This is an optimization exercise on Yosys and OpenROAD, whose aim is small area, not a production implementation.
The RTL was checked by simulation tests, not by an equivalence proof against the original design.

==> design/flow/design.v <==
module calc_entry_fsm (
    input  logic        clk,
    input  logic        rst_n,
    input  logic [3:0]  key_val,
    input  logic        key_pressed,
    output logic [26:0] disp_mag,
    output logic        disp_neg,
    output logic        err,
    output logic        busy
);
    localparam logic [2:0] S_A = 3'd0, S_B = 3'd1, S_SHOW = 3'd2, S_ERR = 3'd3;
    localparam logic [1:0] OP_ADD = 2'd0, OP_SUB = 2'd1, OP_MUL = 2'd2, OP_DIV = 2'd3;
    localparam logic [26:0] MAX_MAG = 27'd99_999_999;
    localparam logic [4:0]  LFSR_START = 5'b00001, LFSR_END = 5'b10101;
    logic [2:0]  st, st_nx;
    logic        init;               
    logic        a_s, a_s_nx;        
    logic [26:0] a_m, a_m_nx;        
    logic [13:0] b, b_nx;
    logic        r_s, r_s_nx;        
    logic [26:0] r_m, r_m_nx;        
    logic [26:0] p, p_nx;            
    logic        ovf, ovf_nx;        
    logic [1:0]  op, op_nx;
    logic        bseen, bseen_nx;
    logic       is_digit, is_op, is_eq, is_clr;
    logic [1:0] key_op;
    always_comb begin
        is_digit = key_pressed && (key_val <= 4'd9);
        is_clr   = key_pressed && (key_val == 4'd11);
        is_eq    = key_pressed && (key_val == 4'd15);
        is_op    = key_pressed && (key_val == 4'd10 || key_val == 4'd12 ||
                                   key_val == 4'd13 || key_val == 4'd14);
        key_op   = {key_val[1], key_val[0] | ~key_val[2]};
    end
    logic [9:0]  dx;
    logic [13:0] dy;
    logic        a_small, b_small, b_nz, b_one;
    always_comb begin
        dx      = (st == S_B) ? b[9:0] : (st == S_A) ? a_m[9:0] : 10'd0;
        dy      = {dx, 3'b000} + {3'b000, dx, 1'b0} + {10'd0, key_val};
        a_small = (a_m[13:0] < 14'd1000);
        b_small = (b < 14'd1000);
        b_nz    = (b != 14'd0);
        b_one   = (b == 14'd1);
    end
    logic        dmode, divb, eff_sub, ge, invx, invy, cin, sel2m, sely, zero4;
    logic [26:0] pg;
    logic [27:0] r0, r1, r2, r3, r4, u2;
    logic        u2_ovf, p_big, p_7, m_ovf, dge;
    always_comb begin
        dmode   = (st == S_B) && is_digit;
        divb    = (st == S_B) && !is_digit && (op == OP_DIV);
        eff_sub = (op == OP_SUB) ^ a_s;
        ge      = (a_m >= {13'd0, b});
        invx    = (st == S_B) & ~dmode & ~divb & eff_sub & ~ge;
        invy    = st[2] ? ~a_m[15] : (eff_sub & ge);
        cin     = dmode ? 1'b0 : divb ? (a_m[26] & b_one) : (invx | invy);
        sel2m   = dmode ? key_val[1] : divb;
        sely    = ~dmode & ~divb;
        zero4   = dmode ? ~key_val[0] : divb;
        pg      = st[2] ? 27'd0 : p;
        r0      = {pg[24:0], 3'b000};
        r1      = {pg, cin};
        r2      = (dmode && key_val[3]) ? {a_m[24:0], 3'b000} :
                  (dmode && key_val[2]) ? {a_m[25:0], 2'b00} : 28'd0;
        r3      = sel2m ? {a_m, 1'b0} :
                  sely  ? {{14{invx | invy}}, b ^ {14{invy}}} : 28'd0;
        r4      = zero4 ? 28'd0 : {1'b0, a_m[26:14], a_m[13:0] ^ {14{invx}}};
        u2      = r0 + r1 + r2 + r3 + r4;
        p_7     = (p >= 27'd10_000_000);
        m_ovf   = ((a_m[26:24] != 3'd0) && (key_val[3] || (key_val[2] && key_val[1]))) ||
                  ((a_m[26:25] != 2'd0) && (key_val[3] || key_val[2] || (key_val[1] && key_val[0])));
        u2_ovf  = u2[27] | p_7 | m_ovf;
        p_big   = (p > MAX_MAG);
        dge     = ~u2[15];
    end
    logic fin;
    always_comb begin
        st_nx    = st;
        a_s_nx   = a_s;
        a_m_nx   = a_m;
        b_nx     = b;
        r_s_nx   = r_s;
        r_m_nx   = r_m;
        p_nx     = '0;
        ovf_nx   = 1'b0;
        op_nx    = op;
        bseen_nx = bseen;
        fin      = 1'b0;
        if (is_clr) begin
            st_nx  = S_A;
            a_s_nx = 1'b0;
            a_m_nx = '0;
            r_s_nx = 1'b0;
            r_m_nx = '0;
        end else begin
            case (st)
                S_A: begin
                    if (is_digit) begin
                        if (a_small) a_m_nx = {13'd0, dy};
                    end else if (is_op) begin
                        op_nx    = key_op;
                        b_nx     = '0;
                        bseen_nx = 1'b0;
                        st_nx    = S_B;
                    end
                end
                S_B: begin
                    p_nx   = p;
                    ovf_nx = ovf;
                    if (is_digit) begin
                        bseen_nx = 1'b1;
                        if (b_small) begin
                            b_nx = dy;
                            if (op == OP_MUL) begin
                                p_nx   = u2[26:0];
                                ovf_nx = ovf | u2_ovf;
                            end
                        end
                    end else if ((is_op || is_eq) && bseen) begin
                        st_nx    = {1'b1, op == OP_DIV, is_op};
                        op_nx    = key_op;
                        case (op)
                            OP_ADD, OP_SUB: begin
                                p_nx   = u2[26:0];
                                ovf_nx = 1'b0;
                                a_s_nx = a_s ^ invx;
                            end
                            OP_DIV: begin
                                p_nx   = u2[26:0];
                                ovf_nx = 1'b0;
                                a_m_nx = {6'd0, LFSR_START, 14'd0, a_m[26] & ~b_one, a_m[25]};
                            end
                            default: ;
                        endcase
                    end else if (is_op) begin
                        op_nx = key_op;
                    end
                end
                default: begin   
                    ovf_nx = ovf;
                    fin    = 1'b1;
                    if (st[1]) begin
                        fin = 1'b0;
                        if (!b_nz) begin
                            st_nx = S_ERR;
                        end else if (a_m[20:16] == LFSR_END) begin
                            fin = 1'b1;
                        end else begin
                            p_nx    = {p[25:0], dge};
                            a_m_nx  = {6'd0, a_m[19:16], a_m[20] ^ a_m[18], u2[14:0], p[25]};
                        end
                    end
                    if (fin) begin
                        if (ovf || p_big) begin
                            st_nx  = S_ERR;
                            r_s_nx = 1'b0;
                            r_m_nx = '0;
                        end else begin
                            r_s_nx = a_s;
                            r_m_nx = p;
                            a_m_nx = p;
                            if (st[0]) begin
                                b_nx     = '0;
                                bseen_nx = 1'b0;
                                st_nx    = S_B;
                            end else begin
                                st_nx = S_SHOW;
                            end
                        end
                    end else if (!b_nz && st[1]) begin
                        r_s_nx = 1'b0;
                        r_m_nx = '0;
                    end
                end
                S_SHOW: begin
                    if (is_digit) begin
                        a_s_nx = 1'b0;
                        a_m_nx = {13'd0, dy};
                        st_nx  = S_A;
                    end else if (is_op) begin
                        op_nx    = key_op;
                        b_nx     = '0;
                        bseen_nx = 1'b0;
                        st_nx    = S_B;
                    end
                end
                S_ERR: ;
            endcase
        end
        if (!init) begin
            a_s_nx = 1'b0;
            r_s_nx = 1'b0;
            r_m_nx = '0;
        end
    end
    always_ff @(posedge clk or negedge rst_n) begin
        if (!rst_n) begin
            st   <= S_A;
            a_m  <= '0;
            init <= 1'b0;
        end else begin
            st   <= st_nx;
            a_m  <= a_m_nx;
            init <= 1'b1;
        end
    end
    always_ff @(posedge clk) begin
        a_s   <= a_s_nx;
        r_s   <= r_s_nx;
        r_m   <= r_m_nx;
        b     <= b_nx;
        p     <= p_nx;
        ovf   <= ovf_nx;
        op    <= op_nx;
        bseen <= bseen_nx;
    end
    logic        d_s;
    always_comb begin
        if (st == S_A || (st == S_B && !b_nz)) begin
            d_s      = a_s;
            disp_mag = a_m;
        end else if (st == S_B) begin
            d_s      = 1'b0;
            disp_mag = {13'd0, b};
        end else begin
            d_s      = r_s;
            disp_mag = r_m;
        end
        disp_neg = d_s & (disp_mag != 27'd0);
        err      = (st == S_ERR);
        busy     = st[2];
    end
endmodule
==> design/flow/flow/run.sh <==
#!/bin/bash
# Standard ORFS layout (the standard.sh, standard synthesis unchanged),
# except that the port buffers that global placement inserts use the
# smallest buffer cell instead of the resizer's default pick.
set -euo pipefail
export BUFFER_PORTS_ARGS="-buffer_cell sky130_fd_sc_hd__buf_1"
bash standard.sh > orfs_flow.log 2>&1
==> design/flow/standard.sh <==
#!/bin/bash
# synth_recipe.tcl (not shown) runs the flow's synth.tcl, then flattens the netlist and writes it again
# the make line also repeats each setting of config.mk as NAME=value (left out here)
make -C /OpenROAD-flow-scripts/flow DESIGN_CONFIG=/design/flow/config.mk WORK_HOME=/design/flow/orfs CLKGATE_MAP_FILE= SYNTH_SCRIPT=/design/flow/synth_recipe.tcl "${@:-finish}"
==> design/flow/config.mk <==
export PLATFORM = sky130hd
export DESIGN_NAME = calc_entry_fsm
export DESIGN_NICKNAME = calc_entry_fsm
export VERILOG_FILES = /design/flow/design.v
export SDC_FILE = /design/flow/constraint.sdc
export NUM_CORES = 4
export LEC_CHECK = 0
export CAP_MARGIN = 20
export CORE_MARGIN = 2
export CORE_UTILIZATION = 40
export CTS_BUF_LIST = sky130_fd_sc_hd__clkbuf_8
export CTS_CLUSTER_DIAMETER = 40
export CTS_CLUSTER_SIZE = 8
export SLEW_MARGIN = 20
==> design/flow/constraint.sdc <==
create_clock -name core_clock -period 10.0 [get_ports {clk}]
set_input_delay 2.0000 -clock core_clock [delete_from_list [all_inputs] [get_ports {clk}]]
set_output_delay 2.0000 -clock core_clock [all_outputs]
set_load 0.01 [all_outputs]
==> results of run 1 <==
through the flow:
step,worst slack (ns),cell area (um2),util
global route,2.21,11200,0.427
global placement,2.44,11000,0.420
finish,2.64,11200,0.427
CTS,2.72,11200,0.427
floorplan,2.87,10700,-
detailed placement,2.29,11000,0.420
cells by family (layout without fill, tap and decap cells):
family | Yosys count | count (layout) | share of synthesized area
DFF | 105 | 105 | 0.228
buffers and inverters | 152 | 130 | 0.0595
and+or+nand+nor | 411 | 411 | 0.186
other | 1 | 1 | 0.000352
muxes | 18 | 18 | 0.0171
adders and majority gates | 138 | 138 | 0.218
AOI/OAI and AO/OA | 376 | 376 | 0.240
xor gates and xnor gates | 62 | 62 | 0.0509
metal layers:
layer,part of all wire,routed length (um)
met1,0.44,16100
met2,0.42,15400
met3,0.098,3530
met4,0.035,1250
met5,0,0
critical path: cells and delay by family:
family                   cells  cell delay, ns
AO/OA/AOI/OAI                9            1.93
XOR/XNOR                     1            0.08
AND/OR/NAND/NOR              4            0.83
adder cells (fa/ha/maj)      5            2.04
buffers and inverters        4            0.80
flip-flops by register name, summed over array words and instances, names as in the netlist:
name   cells
a_m       27
p         27
r_m       27
b         14
st         3
op         2
a_s        1
bseen      1
init       1
ovf        1
r_s        1
worst paths after layout:
check / end / slack [ns] / cells after the start
max in group asynchronous: a_m[11] / 7.72 / 1
worst min-delay path: r_m[12] / 0.47 / 2
worst max register to register: p[25] / 2.81 / 25
min in group asynchronous: init / 1.69 / 1
worst min register to register: r_m[12] / 0.47 / 2
worst max-delay path: p[25] / 2.64 / 23
final cells by class:
type	count	area [um2]	share of cell area
Sequential cell	105	2430	0.217
Tap cell	335	419	0.0375
Clock inverter	7	60.1	0.00538
Clock buffer	9	124	0.0111
Multi-Input combinational cell	1006	7630	0.684
Inverter	58	218	0.0195
Timing Repair Buffer	56	287	0.0257
cells in the final DEF, fill, tap and decap left out, types with 28 or more instances in the layout:
cell | Yosys | layout
a21o_1 | 28 | 28
a21oi_1 | 103 | 103
a22o_1 | 54 | 54
buf_1 | 6 | 35
dfrtp_1 | 31 | 31
dfxtp_1 | 57 | 57
fa_1 | 79 | 79
ha_1 | 59 | 59
inv_1 | 56 | 56
nand2_1 | 114 | 113
nand3_1 | 38 | 38
nor2_1 | 115 | 115
o21ai_0 | 74 | 74
xnor2_1 | 44 | 44
==> flow_summary.ini, run 1 <==
[outcome]
outcome = complete, no violations

[yosys]
synth_area_leaders = fa_1, dfxtp_1, dfrtp_1, ha_1, a21oi_1
syn-cell-area_um2 = 10700
ys_seq_area_frac = 0.228
synth_nets = 1408
synthArstFlopShare = 0.295
synth-seq-cells = 105
yosys.area.top_type = fa_1
yosys_warnings = 1
synthTopCellsByCount = nor2_1, nand2_1, a21oi_1, fa_1, o21ai_0
ys.flop_type = dfxtp_1
synth_cell_types = 81
synth_edf_count = 17
yosysMostFrequentCell = nor2_1
yosysTopAreaCellShare = 0.148
syn_area_per_cell_um2 = 8.44
synth_cells = 1263

[sta]
skew_ns = 0.0200
final_min_period_over_clock_period = 0.736
finalSetupTns_ns = 0
report.final.slew_viol_count = 0
finalHoldViolations = 0
setup_viol = 0
timing.hold.ws_ns = 0.466
maxSlewHeadroom = 0.303
period_minus_slack_ns = 7.36
max_freq_ghz = 0.136
tightest_slew_ns = 1.04
rsz0062_at_grt = false

[finish]
diodes = 0
finalNonFillerCells = 1576
n_fill_cell = 2679
area_delta_synth_final_pct = 4.75
drive_above_1_share = 0.0524
fin_nets = 1381

[die]
core_area_um2 = 26100
die_w_um = 167
fp.dieH_um = 167
start_util = 0.408
num_rows = 59
die_area_um2 = 28000
pin_count = 37

[global_routing]
grt_usage = 0.259
grt_pass1_wl_um = 56100
grtUsageMet1 = 0.365
grt_overflow = 0
grt_max_degree = 49
grt_pass1_vias = 9414
gr-usage-met3 = 0.0522
antenna_found_initial = 0
met2_usage = 0.392
grt-busiest-layer = met2

[placed_design]
dp.cells = 1560
dp_hpwl_um = 26900
io_buffers = 36
place_congestion = 0.949

[detailed_routing]
drtIter0Drc = 1252
routedWlPerCell_um = 23.0
viasPerCell = 6.24
drc = 0
wirelength_um = 36200
drt-pass1-iter-count = 7
vias = 9837
ant_nets = 0

[worst_setup_path]
startpoint_type = input pin
r2r_start = b[13]
crit_chain = buf_1 -> o21ai_0 -> nand2_1 -> nand2_1 -> a21oi_2 -> buf_4 -> a22oi_1 -> fa_1 -> fa_1 -> fa_1 -> inv_1 -> ha_1 -> inv_1 -> fa_1 -> nor2b_1 -> o2111ai_1 -> a21oi_1 -> o31ai_1 -> a2111oi_0 -> nor2_1 -> o21ai_1 -> xnor2_1 -> a211oi_1
critPathKind = in2reg
crit_path_start = key_val[1]
worst_path_most_repeated_cell = fa_1
cp_data_arrival_time_ns = 7.70
worstPathMaxFanout = 27
critPathSlowestCell = fa_1
worstPathRequired_ns = 10.34
end_kind = register
cp_slowest_stage_delay_ns = 0.49

[clocking]
cts_root_buf = clkbuf_8
post_cts_resized = 0
cts_setup_buffers = 0
cts_hold_buf = 0
cts_sinks = 105
cts_tree = yes
cts_buffer_depth = 2
numCtsBuffers = 9
clk_pin_slew_ns = 0.12
clock_latency_ns = 0.41
htreeDepth = 3

[job]
maxCapViolCount = 0

[worst_hold_path]
hold_class = reg2reg
min-delay-start = r_m[12]
==> inputs of run 2 (changes only) <==
--- a/design/flow/config.mk
+++ b/design/flow/config.mk
@@ -10,5 +10,5 @@
 export CORE_UTILIZATION = 40
 export CTS_BUF_LIST = sky130_fd_sc_hd__clkbuf_8
-export CTS_CLUSTER_DIAMETER = 40
-export CTS_CLUSTER_SIZE = 8
+export CTS_CLUSTER_DIAMETER = 50
+export CTS_CLUSTER_SIZE = 10
 export SLEW_MARGIN = 20
==> flow_summary.ini, run 2 <==
[die]
pin_count = 37
core_area_um2 = 26100
num_rows = 59
die_w_um = 167
fp.dieH_um = 167
die_area_um2 = 28000
start_util = 0.408

[detailed_routing]
drtIter0Drc = 1252
routedWlPerCell_um = 23.0
drt-pass1-iter-count = 7
viasPerCell = 6.24
ant_nets = 0
drc = 0
wirelength_um = 36200
vias = 9837

[sta]
final_min_period_over_clock_period = 0.736
period_minus_slack_ns = 7.36
finalHoldViolations = 0
rsz0062_at_grt = false
report.final.slew_viol_count = 0
finalSetupTns_ns = 0
max_freq_ghz = 0.136
tightest_slew_ns = 1.04
skew_ns = 0.0200
maxSlewHeadroom = 0.303
setup_viol = 0
timing.hold.ws_ns = 0.466

[placed_design]
dp_hpwl_um = 26900
place_congestion = 0.949
io_buffers = 36

[worst_setup_path]
cp_data_arrival_time_ns = 7.70
critPathKind = in2reg
worstPathRequired_ns = 10.34
end_kind = register
startpoint_type = input pin
worstPathMaxFanout = 27

[finish]
fin_nets = 1381
area_delta_synth_final_pct = 4.75
final_core_util = 0.427
drive_above_1_share = 0.0524
mostFrequentLayoutCells = nor2_1, nand2_1, a21oi_1
mostFrequentLayoutCell = nor2_1
reg.largest.list = a_m: 27 flops, p: 27 flops, r_m: 27 flops
diodes = 0

[global_routing]
grt-busiest-layer = met2
grtUsageMet1 = 0.365
grt_pass1_vias = 9414
grt_overflow = 0
grt_pass1_wl_um = 56100
met2_usage = 0.392
gr-usage-met3 = 0.0522
antenna_found_initial = 0
grt_max_degree = 49
grt_usage = 0.259

[yosys]
synth_edf_count = 17
ys_seq_area_frac = 0.228
yosys_warnings = 1
syn-cell-area_um2 = 10700
yosysMostFrequentCell = nor2_1
synthTopCellsByCount = nor2_1, nand2_1, a21oi_1, fa_1, o21ai_0
yosysTopAreaCellShare = 0.148
synth_cell_types = 81
syn_area_per_cell_um2 = 8.44
synth-seq-cells = 105
yosys.area.top_type = fa_1
synth_nets = 1408
synthArstFlopShare = 0.295
synth_area_leaders = fa_1, dfxtp_1, dfrtp_1, ha_1, a21oi_1
ys.flop_type = dfxtp_1
synth_cells = 1263

[outcome]
outcome = complete, no violations

[clocking]
cts_buffer_depth = 2
numCtsBuffers = 9
post_cts_resized = 0
htreeDepth = 3
cts_root_buf = clkbuf_8
cts_sinks = 105
cts_tree = yes
clock_latency_ns = 0.41
cts_hold_buf = 0
cts_setup_buffers = 0
clk_pin_slew_ns = 0.12

[job]
maxCapViolCount = 0

[worst_hold_path]
hold_class = reg2reg
-- run 2: cell counts after synthesis --
Identical to the previous run, type by type.
-- run 2: stage by stage --
step | setup WS, ns | std cells | instance area (um2)
floorplan | 2.87 | 1263 | 10700
CTS | 2.72 | 1576 | 11200
global placement | 2.44 | 1560 | 11000
finish | 2.64 | 1576 | 11200
detailed placement | 2.29 | 1560 | 11000
global route | 2.21 | 1576 | 11200
-- run 2: cells by family after synthesis --
group,count (synthesis),synth area share
AO/OA/AOI/OAI,376,0.240
adder cells (fa/ha/maj),138,0.218
buffers and inverters,152,0.0595
flip-flops,105,0.228
other,1,0.000352
AND/OR/NAND/NOR,411,0.186
multiplexers,18,0.0171
XOR/XNOR,62,0.0509
-- run 2: final timing paths --
kind | from | depth (start not counted) | endpoint | slack (ns)
worst max-delay path | key_val[1] | 23 | p[25] | 2.64
worst min register to register | r_m[12] | 2 | r_m[12] | 0.47
max in group asynchronous | rst_n | 1 | a_m[11] | 7.72
worst min-delay path | r_m[12] | 2 | r_m[12] | 0.47
min in group asynchronous | rst_n | 1 | init | 1.69
worst max register to register | b[13] | 25 | p[25] | 2.81
-- run 2: final cells by class --
cell class / instances / area [um2]
clock inverter: 7 / 60.1
timing repair buffer: 56 / 287
sequential: 105 / 2430
clock buffer: 9 / 124
inverter: 58 / 218
fill: 2679 / 15000
multi-input combinational: 1006 / 7630
tap: 335 / 419
-- run 2: per-layer routing --
layer | vias up | part of all wire
met1 | 4788 | 0.44
met2 | 508 | 0.42
met3 | 85 | 0.098
met5 | - | 0
met4 | 0 | 0.035
li1 | 4456 | -
-- run 2: critical path, cell delays in order --
cell	delay, ns
buf_1	0.35
o21ai_0	0.19
nand2_1	0.34
nand2_1	0.14
a21oi_2	0.14
buf_4	0.31
a22oi_1	0.17
fa_1	0.49
fa_1	0.46
fa_1	0.47
inv_1	0.07
ha_1	0.21
inv_1	0.07
fa_1	0.41
nor2b_1	0.16
o2111ai_1	0.16
a21oi_1	0.25
o31ai_1	0.18
a2111oi_0	0.47
nor2_1	0.19
o21ai_1	0.19
xnor2_1	0.08
a211oi_1	0.18
==> inputs of run 3 (changes only) <==
--- a/design/flow/config.mk
+++ b/design/flow/config.mk
@@ -8,5 +8,5 @@
 export CAP_MARGIN = 20
 export CORE_MARGIN = 2
-export CORE_UTILIZATION = 40
+export CORE_UTILIZATION = 55
 export CTS_BUF_LIST = sky130_fd_sc_hd__clkbuf_8
 export CTS_CLUSTER_DIAMETER = 50
==> flow_summary.ini, run 3 <==
[worst_setup_path]
cp_top_family = compound AO/OA/AOI/OAI gates
cp_data_arrival_time_ns = 7.76
path_buf_inv = 3
crit_chain = buf_1 -> o21ai_0 -> nand2_1 -> o21ai_0 -> nand2_1 -> nand2_1 -> fa_1 -> fa_1 -> fa_1 -> inv_1 -> ha_1 -> inv_1 -> fa_1 -> nor2b_1 -> o2111ai_1 -> a21oi_1 -> o31ai_1 -> a2111oi_0 -> nor2_1 -> o21ai_1 -> xnor2_1 -> a211oi_1
end_kind = register
critPathSlowestCell = nand2_1
worst_path_most_repeated_cell = fa_1
worstPathRequired_ns = 10.33
r2r_start = a_m[8]
worstPathMaxFanout = 17
cp_slowest_stage_delay_ns = 0.55
startpoint_type = input pin
r2r_cells = 24
critPathKind = in2reg
r2r-end = p[25]
rrSetupSlack_ns = 2.90

[placed_design]
io_buffers = 36
dp_hpwl_um = 27000
place_area_um2 = 10900
dp.cells = 1487
place_congestion = 0.950

[finish]
diodes = 0
design_area_um2 = 11100
finalNonFillerCells = 1503
fin_nets = 1383
area_delta_synth_final_pct = 4.14
mostFrequentLayoutCell = nor2_1
drive_above_1_share = 0.0539
reg.largest.list = a_m: 27 flops, p: 27 flops, r_m: 27 flops
n_fill_cell = 1784
mostFrequentLayoutCells = nor2_1, nand2_1, a21oi_1

[detailed_routing]
top_layer_used = met4
viasPerCell = 6.54
m1WireLength_um = 15900
drtIter0Drc = 1156
drc = 0
met2_length_um = 15400
vias = 9837
ant_nets = 0
wl_met3_um = 4030
drt-pass1-iter-count = 6
wirelength_um = 36100
routedWlPerCell_um = 24.0

[yosys]
muxShareOfSynthArea = 0.0171
yosysTopAreaCellShare = 0.148
ys.flop_type = dfxtp_1
ys_seq_area_frac = 0.228
synth_top_family_by_area = compound AO/OA/AOI/OAI gates
synthSimpleGateAreaFrac = 0.186
synthArstFlopShare = 0.295
syn-cell-area_um2 = 10700
synth_nets = 1408
synth_cells = 1263
synth_area_leaders = fa_1, dfxtp_1, dfrtp_1, ha_1, a21oi_1
synth_xor_area_frac = 0.0509
synth_edf_count = 17
yosys.area.top_type = fa_1
synth_compound_gate_area_share = 0.240
synth_cell_types = 81
synthAdderAreaFrac = 0.218
synthTopCellsByCount = nor2_1, nand2_1, a21oi_1, fa_1, o21ai_0
syn_area_per_cell_um2 = 8.44
yosysMostFrequentCell = nor2_1
synth-seq-cells = 105
yosys_warnings = 1

[global_routing]
grt_pass1_vias = 9553
antenna_found_initial = 0
grt_usage = 0.361
grt_overflow = 0
grt_max_degree = 49
grt_pass1_wl_um = 56000

[worst_hold_path]
min-delay-start = r_m[7]
min_path_cells = 2
hold_path_end = r_m[7]
hold_class = reg2reg

[die]
start_util = 0.564
die_area_um2 = 20500
pin_count = 37
core_area_um2 = 18900
die_w_um = 143
num_rows = 50
fp.dieH_um = 143

[clocking]
htreeDepth = 3
cts_tree = yes
cts_root_buf = clkbuf_8
clock_latency_ns = 0.41
post_cts_resized = 0
cts_setup_buffers = 0
cts_sinks = 105
cts_hold_buf = 0
cts_buffer_depth = 2
clk_pin_slew_ns = 0.11
numCtsBuffers = 9

[outcome]
outcome = complete, no violations

[job]
maxCapViolCount = 0

[sta]
skew_ns = 0.0189
finalHoldViolations = 0
final_min_period_over_clock_period = 0.743
max_freq_ghz = 0.135
timing.hold.ws_ns = 0.459
period_minus_slack_ns = 7.43
setup_viol = 0
maxSlewHeadroom = 0.288
rsz0062_at_grt = false
report.final.slew_viol_count = 0
finalSetupTns_ns = 0
tightest_slew_ns = 1.07
-- run 3: cell counts after synthesis --
No cell type changed its count.
-- run 3: how the worst max path moves through the flow --
stage	from	to	depth (start not counted)
finish	key_val[1]	p[25]	22
global route	key_val[1]	p[25]	23
CTS	key_val[1]	p[25]	22
detailed placement	key_val[1]	p[25]	22
global placement	key_val[1]	p[25]	23
floorplan	key_val[2]	p[25]	24
-- run 3: cell families after synthesis --
family	count (synthesis)
AOI/OAI and AO/OA	376
buffers and inverters	152
and+or+nand+nor	411
xor gates and xnor gates	62
DFF	105
other	1
muxes	18
adders and majority gates	138
-- run 3: metal layers --
layer	vias up	GRT usage
li1	4460	-
met1	4768	0.535
met2	551	0.533
met3	58	0.0781
met4	0	0.0991
met5	-	0
-- run 3: per-stage QoR --
stage | util | worst slack [ns]
6_report | 0.588 | 2.57
4_1_cts | 0.588 | 2.69
3_5_place_dp | 0.577 | 2.25
5_1_grt | 0.588 | 2.02
2_1_floorplan | - | 2.87
3_3_place_gp | 0.576 | 2.46
-- run 3: final cells by class --
type | instances | area, um2 | area share
Clock buffer | 9 | 124 | 0.0112
Clock inverter | 7 | 81.3 | 0.00732
Inverter | 58 | 218 | 0.0196
Multi-Input combinational cell | 1006 | 7630 | 0.687
Sequential cell | 105 | 2430 | 0.219
Tap cell | 260 | 325 | 0.0293
Timing Repair Buffer | 58 | 302 | 0.0272
-- run 3: worst register-to-register path, cell delays in order, from the launching register on --
cell       delay [ns]
dfrtp_1          0.68
ha_1             0.34
and4_1           0.22
a21boi_0         0.14
o21ai_0          0.39
a311oi_1         0.25
nor2_2           0.74
xnor2_1          0.13
a22oi_1          0.22
fa_1             0.48
fa_1             0.46
fa_1             0.52
inv_1            0.04
ha_1             0.21
inv_1            0.09
fa_1             0.20
nor2b_1          0.06
o2111ai_1        0.22
a21oi_1          0.14
o31ai_1          0.53
a2111oi_0        0.20
nor2_1           0.30
o21ai_1          0.14
xnor2_1          0.14
a211oi_1         0.19
==> inputs of run 4 (changes only) <==
--- a/design/flow/config.mk
+++ b/design/flow/config.mk
@@ -8,7 +8,8 @@
 export CAP_MARGIN = 20
 export CORE_MARGIN = 2
-export CORE_UTILIZATION = 55
+export CORE_UTILIZATION = 40
 export CTS_BUF_LIST = sky130_fd_sc_hd__clkbuf_8
 export CTS_CLUSTER_DIAMETER = 50
 export CTS_CLUSTER_SIZE = 10
+export PLACE_DENSITY = 0.75
 export SLEW_MARGIN = 20
==> flow_summary.ini, run 4 <==
[outcome]
outcome = complete, no violations

[clocking]
post_cts_resized = 0
cts_setup_buffers = 0
cts_buffer_depth = 2
cts_root_buf = clkbuf_8
htreeDepth = 3
clk_pin_slew_ns = 0.11
cts_sinks = 105
cts_tree = yes
numCtsBuffers = 9
clock_latency_ns = 0.39
cts_hold_buf = 0

[worst_setup_path]
path_depth = 23
r2r_cells = 24
worst_path_most_repeated_cell = fa_1
end_kind = register
startpoint_type = input pin
r2r-end = p[25]
critPathKind = in2reg
worstPathRequired_ns = 10.32
r2r_start = a_m[8]
crit_chain = buf_1 -> o21ai_0 -> nand2_1 -> nand2_1 -> a21oi_2 -> buf_4 -> a22oi_1 -> fa_1 -> fa_1 -> fa_1 -> inv_1 -> ha_1 -> inv_1 -> fa_1 -> nor2b_1 -> o2111ai_1 -> a21oi_1 -> o31ai_1 -> a2111oi_0 -> nor2_1 -> o21ai_1 -> xnor2_1 -> a211oi_1
worstPathMaxFanout = 27
cp_top_family = compound AO/OA/AOI/OAI gates
critPathSlowestCell = o31ai_1
cp_data_arrival_time_ns = 7.84
cp_slowest_stage_delay_ns = 0.55
rrSetupSlack_ns = 2.58
path_buf_inv = 4

[detailed_routing]
wl_met3_um = 4000
m1WireLength_um = 13100
top_layer_used = met4
ant_nets = 0
drc = 0
drt-pass1-iter-count = 7
routedWlPerCell_um = 21.9
drtIter0Drc = 1138
wirelength_um = 34300
vias = 10014
viasPerCell = 6.37
met2_length_um = 15500

[worst_hold_path]
min-delay-start = r_m[7]
hold_path_end = r_m[7]
hold_class = reg2reg
min_path_cells = 2

[global_routing]
grt_pass1_wl_um = 54100
grt_pass1_vias = 9799
antenna_found_initial = 0
grt_overflow = 0
grt_usage = 0.243
grt_max_degree = 60

[placed_design]
dp_hpwl_um = 25400
io_buffers = 36
place_congestion = 0.966

[sta]
max_freq_ghz = 0.133
skew_ns = 0.0146
tightest_slew_ns = 1.09
setup_viol = 0
rsz0062_at_grt = false
timing.hold.ws_ns = 0.459
maxSlewHeadroom = 0.269
period_minus_slack_ns = 7.52
finalHoldViolations = 0
report.final.slew_viol_count = 0
final_min_period_over_clock_period = 0.752
finalSetupTns_ns = 0

[finish]
mostFrequentLayoutCells = nor2_1, nand2_1, a21oi_1
diodes = 0
reg.largest.list = a_m: 27 flops, p: 27 flops, r_m: 27 flops
area_delta_synth_final_pct = 4.31
n_fill_cell = 2615
drive_above_1_share = 0.0485
fin_nets = 1376

[die]
die_area_um2 = 28000
fp.dieH_um = 167
pin_count = 37
core_area_um2 = 26100
num_rows = 59
start_util = 0.408
die_w_um = 167

[yosys]
synth-seq-cells = 105
synthTopCellsByCount = nor2_1, nand2_1, a21oi_1, fa_1, o21ai_0
yosys.area.top_type = fa_1
synth_edf_count = 17
synthArstFlopShare = 0.295
yosysMostFrequentCell = nor2_1
synth_cell_types = 81
ys_seq_area_frac = 0.228
syn-cell-area_um2 = 10700
yosys_warnings = 1
yosysTopAreaCellShare = 0.148
synth_area_leaders = fa_1, dfxtp_1, dfrtp_1, ha_1, a21oi_1
synth_cells = 1263
synth_nets = 1408
syn_area_per_cell_um2 = 8.44
ys.flop_type = dfxtp_1

[job]
maxCapViolCount = 0
## run 4: cell types whose count changed in the layout (fill, tap and decap cells not counted), sizes merged
cell,delta
buf,-7
bufinv,-1
inv,-1
clkinv,+2
## run 4: worst max path at each step
stage,start,to,slack [ns]
2_1_floorplan,key_val[2],p[25],2.87
3_3_place_gp,key_val[1],p[25],2.31
3_5_place_dp,key_val[1],p[25],2.13
4_1_cts,key_val[1],p[25],2.56
5_1_grt,key_val[1],p[25],2.06
6_report,key_val[1],p[25],2.48
## run 4: worst min-delay path: cells and delay by family (launching register included)
family             cells  cell delay (ns)
DFF                    1             0.33
and+or+nand+nor        1             0.05
AOI/OAI and AO/OA      1             0.05
## run 4: final cells by class
cell class	instances	area [um2]	area share
Clock buffer	9	124	0.0111
Clock inverter	7	51.3	0.00461
Inverter	58	218	0.0196
Multi-Input combinational cell	1006	7630	0.686
Sequential cell	105	2430	0.218
Tap cell	335	419	0.0377
Timing Repair Buffer	51	249	0.0224
## run 4: per-layer routing
metal	global-route usage	up-vias
met5	0	-
met4	0.118	0
met3	0.0577	141
met2	0.386	684
met1	0.311	4756
li1	-	4433
## run 4: kinds of logic after synthesis
kind of cell / after synthesis / synth area share
XOR/XNOR: 62 / 0.0509
buffers and inverters: 152 / 0.0595
adder cells (fa/ha/maj): 138 / 0.218
AND/OR/NAND/NOR: 411 / 0.186
multiplexers: 18 / 0.0171
other: 1 / 0.000352
flip-flops: 105 / 0.228
AO/OA/AOI/OAI: 376 / 0.240
## run 4: metrics by stage
| stage | instances | area (um2) | utilization | setup slack, ns |
|---|---|---|---|---|
| 2_1_floorplan | 1263 | 10700 | - | 2.87 |
| 3_3_place_gp | 1555 | 10900 | 0.419 | 2.31 |
| 3_5_place_dp | 1555 | 10900 | 0.419 | 2.13 |
| 4_1_cts | 1571 | 11100 | 0.426 | 2.56 |
| 5_1_grt | 1571 | 11100 | 0.426 | 2.06 |
| 6_report | 1571 | 11100 | 0.426 | 2.48 |
==> inputs of run 5 (changes only) <==
==> design/flow/flow/run.sh (replaced) <==
#!/bin/bash
# Standard ORFS layout (the standard.sh, standard synthesis unchanged),
# with two layout settings of ORFS's own scripts changed:
#  - the port buffers that global placement inserts use the smallest buffer
#    cell instead of the resizer's default pick;
#  - after global routing's timing repair, ORFS's power recovery downsizes
#    cells on paths with positive slack (RECOVER_POWER, percent of paths).
set -euo pipefail
export BUFFER_PORTS_ARGS="-buffer_cell sky130_fd_sc_hd__buf_1"
export RECOVER_POWER=100
bash standard.sh > orfs_flow.log 2>&1
--- a/design/flow/config.mk
+++ b/design/flow/config.mk
@@ -12,4 +12,3 @@
 export CTS_CLUSTER_DIAMETER = 50
 export CTS_CLUSTER_SIZE = 10
-export PLACE_DENSITY = 0.75
 export SLEW_MARGIN = 20
==> flow_summary.ini, run 5 <==
[placed_design]
dp_hpwl_um = 26900
place_area_um2 = 11000
io_buffers = 36
place_ws_ns = 2.29
place_congestion = 0.949

[yosys]
synth_cell_types = 81
ys.flop_type = dfxtp_1
synth_nets = 1408
yosys.area.top_type = fa_1
syn_area_per_cell_um2 = 8.44
synth_cells = 1263
yosysTopAreaCellShare = 0.148
yosys_warnings = 1
synthTopCellsByCount = nor2_1, nand2_1, a21oi_1, fa_1, o21ai_0
synth_area_leaders = fa_1, dfxtp_1, dfrtp_1, ha_1, a21oi_1
syn-cell-area_um2 = 10700
yosysMostFrequentCell = nor2_1
ys_seq_area_frac = 0.228
synth_edf_count = 17
synthArstFlopShare = 0.295
synth-seq-cells = 105

[job]
maxCapViolCount = 2

[global_routing]
grt_overflow = 0
grt_usage = 0.259
antenna_found_initial = 0
grt_pass1_wl_um = 56100
grt_pass1_vias = 9414
grt_max_degree = 49

[die]
pin_count = 37
fp.dieH_um = 167
die_w_um = 167
start_util = 0.408
core_area_um2 = 26100
num_rows = 59
die_area_um2 = 28000

[detailed_routing]
routedWlPerCell_um = 23.0
drc = 0
drt-pass1-iter-count = 7
drtIter0Drc = 1136
viasPerCell = 6.25
vias = 9846
wirelength_um = 36300
ant_nets = 0

[clocking]
cts_root_buf = clkbuf_8
cts_sinks = 105
cts_buffer_depth = 2
htreeDepth = 3
numCtsBuffers = 9
clock_latency_ns = 0.41
cts_hold_buf = 0
post_cts_resized = 0
cts_setup_buffers = 0
cts_tree = yes
clk_pin_slew_ns = 0.12

[finish]
drive_above_1_share = 0.0451
fin_nets = 1381
area_delta_synth_final_pct = 4.37
multi_input_area_um2 = 7610
diodes = 0
design_area_um2 = 11100
mostFrequentLayoutCells = nor2_1, nand2_1, a21oi_1
mostFrequentLayoutCell = nor2_1
n_fill_cell = 2689
reg.largest.list = a_m: 27 flops, p: 27 flops, r_m: 27 flops
ff_latch_area_um2 = 2430

[worst_setup_path]
cp_top_family = buffers and inverters
cp_data_arrival_time_ns = 8.76
critPathKind = reg2reg
worstPathMaxFanout = 34
crit_chain = clkbuf_1 -> clkinv_1 -> nor2_1 -> nor2_2 -> xnor2_1 -> a22oi_1 -> fa_1 -> fa_1 -> fa_1 -> inv_1 -> ha_1 -> inv_1 -> fa_1 -> nor2b_1 -> o2111ai_1 -> a21oi_1 -> o31ai_1 -> a2111oi_0 -> nor2_1 -> o21ai_0 -> xnor2_1 -> a211oi_1
path_buf_inv = 4
worstPathRequired_ns = 10.33
end_kind = register
cp_slowest_stage_delay_ns = 1.39
worst_path_most_repeated_cell = fa_1
critPathSlowestCell = clkbuf_1
startpoint_type = register

[sta]
finalSetupTns_ns = 0
skew_ns = 0.0224
setup_viol = 0
fin_ws_ns = 1.57
tightest_slew_ns = 1.97
report.final.slew_viol_count = 67
finalHoldViolations = 0
final_min_period_over_clock_period = 0.843
period_minus_slack_ns = 8.43
maxSlewHeadroom = -0.311
rsz0062_at_grt = false
max_freq_ghz = 0.119

[worst_hold_path]
hold_class = reg2reg

[outcome]
so.violations = capacitance limit, slew limit
outcome = finished with violations
==> run 5: cell types whose count changed in the layout (fill, tap and decap cells not counted), sizes merged <==
cell and delta:
clkbuf +6, buf -1
==> run 5: path summary, 6_finish.rpt <==
path | startpoint | to | slack, ns | cells after the start
setup / recovery | st[2] | p[25] | 1.57 | 22
min in group asynchronous | rst_n | init | 2.12 | 1
hold reg to reg | r_m[12] | r_m[12] | 0.46 | 2
setup reg to reg | st[2] | p[25] | 1.57 | 22
hold / removal | r_m[12] | r_m[12] | 0.46 | 2
max in group asynchronous | rst_n | a_m[13] | 6.73 | 1
==> run 5: cells by family after synthesis <==
| kind of cell | Yosys count | share of synthesized area |
|---|---|---|
| flip-flops | 105 | 0.228 |
| adder cells (fa/ha/maj) | 138 | 0.218 |
| multiplexers | 18 | 0.0171 |
| buffers and inverters | 152 | 0.0595 |
| other | 1 | 0.000352 |
| XOR/XNOR | 62 | 0.0509 |
| AO/OA/AOI/OAI | 376 | 0.240 |
| AND/OR/NAND/NOR | 411 | 0.186 |
==> run 5: layout make-up <==
cell class / count / share of cell area
multi-input combinational: 1006 / 0.683
sequential: 105 / 0.218
tap: 335 / 0.0377
timing repair buffer: 56 / 0.0246
inverter: 58 / 0.0196
clock buffer: 9 / 0.0111
clock inverter: 7 / 0.00540
==> run 5: per-layer routing <==
layer,share of wire,vias to the layer above,GRT usage
met5,0,-,0
met3,0.10,79,0.0522
met2,0.43,525,0.392
met1,0.44,4789,0.365
li1,-,4453,-
met4,0.033,0,0.0987
==> run 5: through the flow <==
step / std cells / hold WS [ns] / util
after floorplan: 1263 / 0.432 / -
after global placement: 1560 / 0.439 / 0.420
after detailed placement: 1560 / 0.446 / 0.420
after CTS: 1576 / 0.463 / 0.427
after global routing: 1576 / 0.485 / 0.426
final: 1576 / 0.464 / 0.426
==> run 5: tightest hold or removal path: stages, from the launching register on <==
cell	delay [ns]
dfxtp_1	0.33
nand2_1	0.05
a21oi_1	0.05
==> inputs of run 6 (changes only) <==
==> design/flow/run.sh (new file) <==
#!/bin/bash
# synth_recipe.tcl (not shown) runs the flow's synth.tcl, then flattens the netlist and writes it again
# the make line also repeats each setting of config.mk as NAME=value (left out here)
make -C /OpenROAD-flow-scripts/flow DESIGN_CONFIG=/design/flow/config.mk WORK_HOME=/design/flow/orfs CLKGATE_MAP_FILE= SYNTH_SCRIPT=/design/flow/synth_recipe.tcl finish
--- a/design/flow/config.mk
+++ b/design/flow/config.mk
@@ -9,6 +9,3 @@
 export CORE_MARGIN = 2
 export CORE_UTILIZATION = 40
-export CTS_BUF_LIST = sky130_fd_sc_hd__clkbuf_8
-export CTS_CLUSTER_DIAMETER = 50
-export CTS_CLUSTER_SIZE = 10
 export SLEW_MARGIN = 20
removed: design/flow/flow/run.sh
removed: design/flow/standard.sh
==> flow_summary.ini, run 6 <==
[worst_hold_path]
min_path_cells = 2
hold_class = reg2reg
min-delay-start = r_m[7]
hold_path_end = r_m[7]

[clocking]
clock_latency_ns = 0.37
cts_sinks = 105
post_cts_resized = 0
clk_pin_slew_ns = 0.08
cts_setup_buffers = 0
cts_tree = yes
cts_buffer_depth = 2
cts_hold_buf = 0
cts_root_buf = clkbuf_16
htreeDepth = 3
numCtsBuffers = 9

[finish]
diodes = 0
reg.largest.list = a_m: 27 flops, p: 27 flops, r_m: 27 flops
drive_above_1_share = 0.0508
mostFrequentLayoutCell = nor2_1
area_delta_synth_final_pct = 8.10
fin_nets = 1381
mostFrequentLayoutCells = nor2_1, nand2_1, a21oi_1
n_fill_cell = 2647

[placed_design]
dp_hpwl_um = 26900
place_congestion = 0.964
io_buffers = 36

[yosys]
ys_seq_area_frac = 0.228
synth_area_leaders = fa_1, dfxtp_1, dfrtp_1, ha_1, a21oi_1
ys.flop_type = dfxtp_1
synth-seq-cells = 105
syn-cell-area_um2 = 10700
synth_nets = 1408
yosys.area.top_type = fa_1
syn_area_per_cell_um2 = 8.44
yosysMostFrequentCell = nor2_1
synth_cells = 1263
yosysTopAreaCellShare = 0.148
synth_edf_count = 17
yosys_warnings = 1
synthArstFlopShare = 0.295
synthTopCellsByCount = nor2_1, nand2_1, a21oi_1, fa_1, o21ai_0
synth_cell_types = 81

[worst_setup_path]
r2r_cells = 25
worstPathMaxFanout = 17
r2r_start = b[9]
end_kind = register
critPathKind = in2reg
r2r-end = p[25]
rrSetupSlack_ns = 2.83
startpoint_type = input pin
cp_data_arrival_time_ns = 8.07
worstPathRequired_ns = 10.28

[job]
maxCapViolCount = 0

[detailed_routing]
wirelength_um = 36300
routedWlPerCell_um = 23.0
drc = 0
drt-pass1-iter-count = 6
vias = 9854
viasPerCell = 6.25
ant_nets = 0
drtIter0Drc = 940

[sta]
rsz0062_at_grt = false
final_min_period_over_clock_period = 0.779
maxSlewHeadroom = 0.310
finalHoldViolations = 0
tightest_slew_ns = 1.04
skew_ns = 0.0119
period_minus_slack_ns = 7.79
max_freq_ghz = 0.128
setup_viol = 0
report.final.slew_viol_count = 0
finalSetupTns_ns = 0

[die]
start_util = 0.408
core_area_um2 = 26100
die_area_um2 = 28000
num_rows = 59
fp.dieH_um = 167
die_w_um = 167
pin_count = 37

[global_routing]
antenna_found_initial = 0
grt_pass1_vias = 9507
grt_max_degree = 61
grt_pass1_wl_um = 56800
grt_overflow = 0
grt_usage = 0.261

[outcome]
outcome = complete, no violations
-- run 6: cell types whose count changed in the layout (fill, tap and decap cells not counted), moves of 2 or more --
cell             previous run  this run
o21ai_1                     3         7
and2_0                      5         0
clkbuf_8                    9         0
clkdlybuf4s50_1             0        36
and2_1                     19        24
buf_1                      32         0
clkbuf_16                   0        10
clkbuf_1                    7         0
o21ai_0                    78        74
buf_4                      17        19
-- run 6: per-layer routing --
| layer | up-vias | wire length, um | share of wire | global-route usage |
|---|---|---|---|---|
| li1 | 4457 | - | - | - |
| met1 | 4856 | 16100 | 0.44 | 0.377 |
| met2 | 470 | 15900 | 0.44 | 0.399 |
| met3 | 71 | 3230 | 0.089 | 0.0416 |
| met4 | 0 | 1120 | 0.031 | 0.0824 |
| met5 | - | 0 | 0 | 0 |
-- run 6: final cells by class --
class | count | area, um2 | area share
clock buffers | 10 | 250 | 0.0217
clock inverters | 6 | 56.3 | 0.00488
inverters | 58 | 218 | 0.0189
multi-input cells | 1006 | 7640 | 0.663
flip-flops and latches | 105 | 2430 | 0.211
well taps | 335 | 419 | 0.0364
repair buffers | 56 | 518 | 0.0449
-- run 6: worst max path at each step --
stage	start	to	cells after the start
finish	key_val[2]	p[25]	23
global placement	key_val[2]	p[25]	23
floorplan	key_val[2]	p[25]	24
CTS	key_val[2]	p[25]	23
detailed placement	key_val[2]	p[25]	23
global route	key_val[2]	p[25]	23
-- run 6: cell families after synthesis --
kind of cell,after synthesis,synth area share
muxes,18,0.0171
DFF,105,0.228
and+or+nand+nor,411,0.186
xor gates and xnor gates,62,0.0509
AOI/OAI and AO/OA,376,0.240
other,1,0.000352
buffers and inverters,152,0.0595
adders and majority gates,138,0.218
-- run 6: metrics by stage --
stage | hold slack (ns) | instances | setup slack (ns) | utilization | cell area [um2]
2_1_floorplan | 0.432 | 1263 | 2.87 | - | 10700
3_3_place_gp | 0.440 | 1559 | 2.11 | 0.428 | 11200
3_5_place_dp | 0.446 | 1560 | 1.97 | 0.429 | 11200
4_1_cts | 0.457 | 1576 | 2.27 | 0.441 | 11500
5_1_grt | 0.468 | 1576 | 1.70 | 0.441 | 11500
6_report | 0.453 | 1576 | 2.21 | 0.441 | 11500
-- run 6: critical path, stage by stage --
cell and delay, ns:
clkdlybuf4s50_1 0.61, o21ai_0 0.29, nand2_1 0.28, nand2_1 0.17, o21ai_0 0.12, nand2_1 0.57, nand2_1 0.15, fa_1 0.44
fa_1 0.43, fa_1 0.46, inv_1 0.07, ha_1 0.18, inv_1 0.06, fa_1 0.40, nor2b_1 0.17, o2111ai_1 0.16
a21oi_1 0.24, o31ai_1 0.17, a2111oi_0 0.44, nor2_1 0.17, o21ai_1 0.19, xnor2_1 0.08, a211oi_1 0.21

==> port drivers added, routing unchanged <==
The flow's constraints put no driver on any port. The routed layouts listed below were extracted and timed again, unchanged, in two steps. Step 1 assumes that a clkbuf_16 drives the clock port and a buf_2 every other input. Step 2 adds t to the input delays and takes it off the output delays; t is the mean of the earliest and latest rising clock arrival at the registers after step 1. Input paths then give back, and output paths get back, about the clock's delay inside the block. Slacks: ideal ports / drivers / drivers and shift; pairs: ideal ports / drivers.
run | shift t [ns] | slack for setup (ns) | hold slack, ns | worst register clock-pin slew, ns
run 1 | 0.441 | 2.638 / 2.649 / 2.208 | 0.466 / 0.466 / 0.466 | 0.12 / 0.12
run 2 | 0.441 | 2.638 / 2.649 / 2.208 | 0.466 / 0.466 / 0.466 | 0.12 / 0.12
run 3 | 0.444 | 2.565 / 2.582 / 2.139 | 0.459 / 0.459 / 0.459 | 0.12 / 0.12
run 4 | 0.427 | 2.483 / 2.498 / 2.071 | 0.459 / 0.459 / 0.459 | 0.11 / 0.11
run 5 | 0.439 | 1.571 / 1.571 / 1.571 | 0.464 / 0.464 / 0.464 | 0.12 / 0.12
run 6 | 0.410 | 2.208 / 2.226 / 1.816 | 0.453 / 0.453 / 0.453 | 0.08 / 0.08
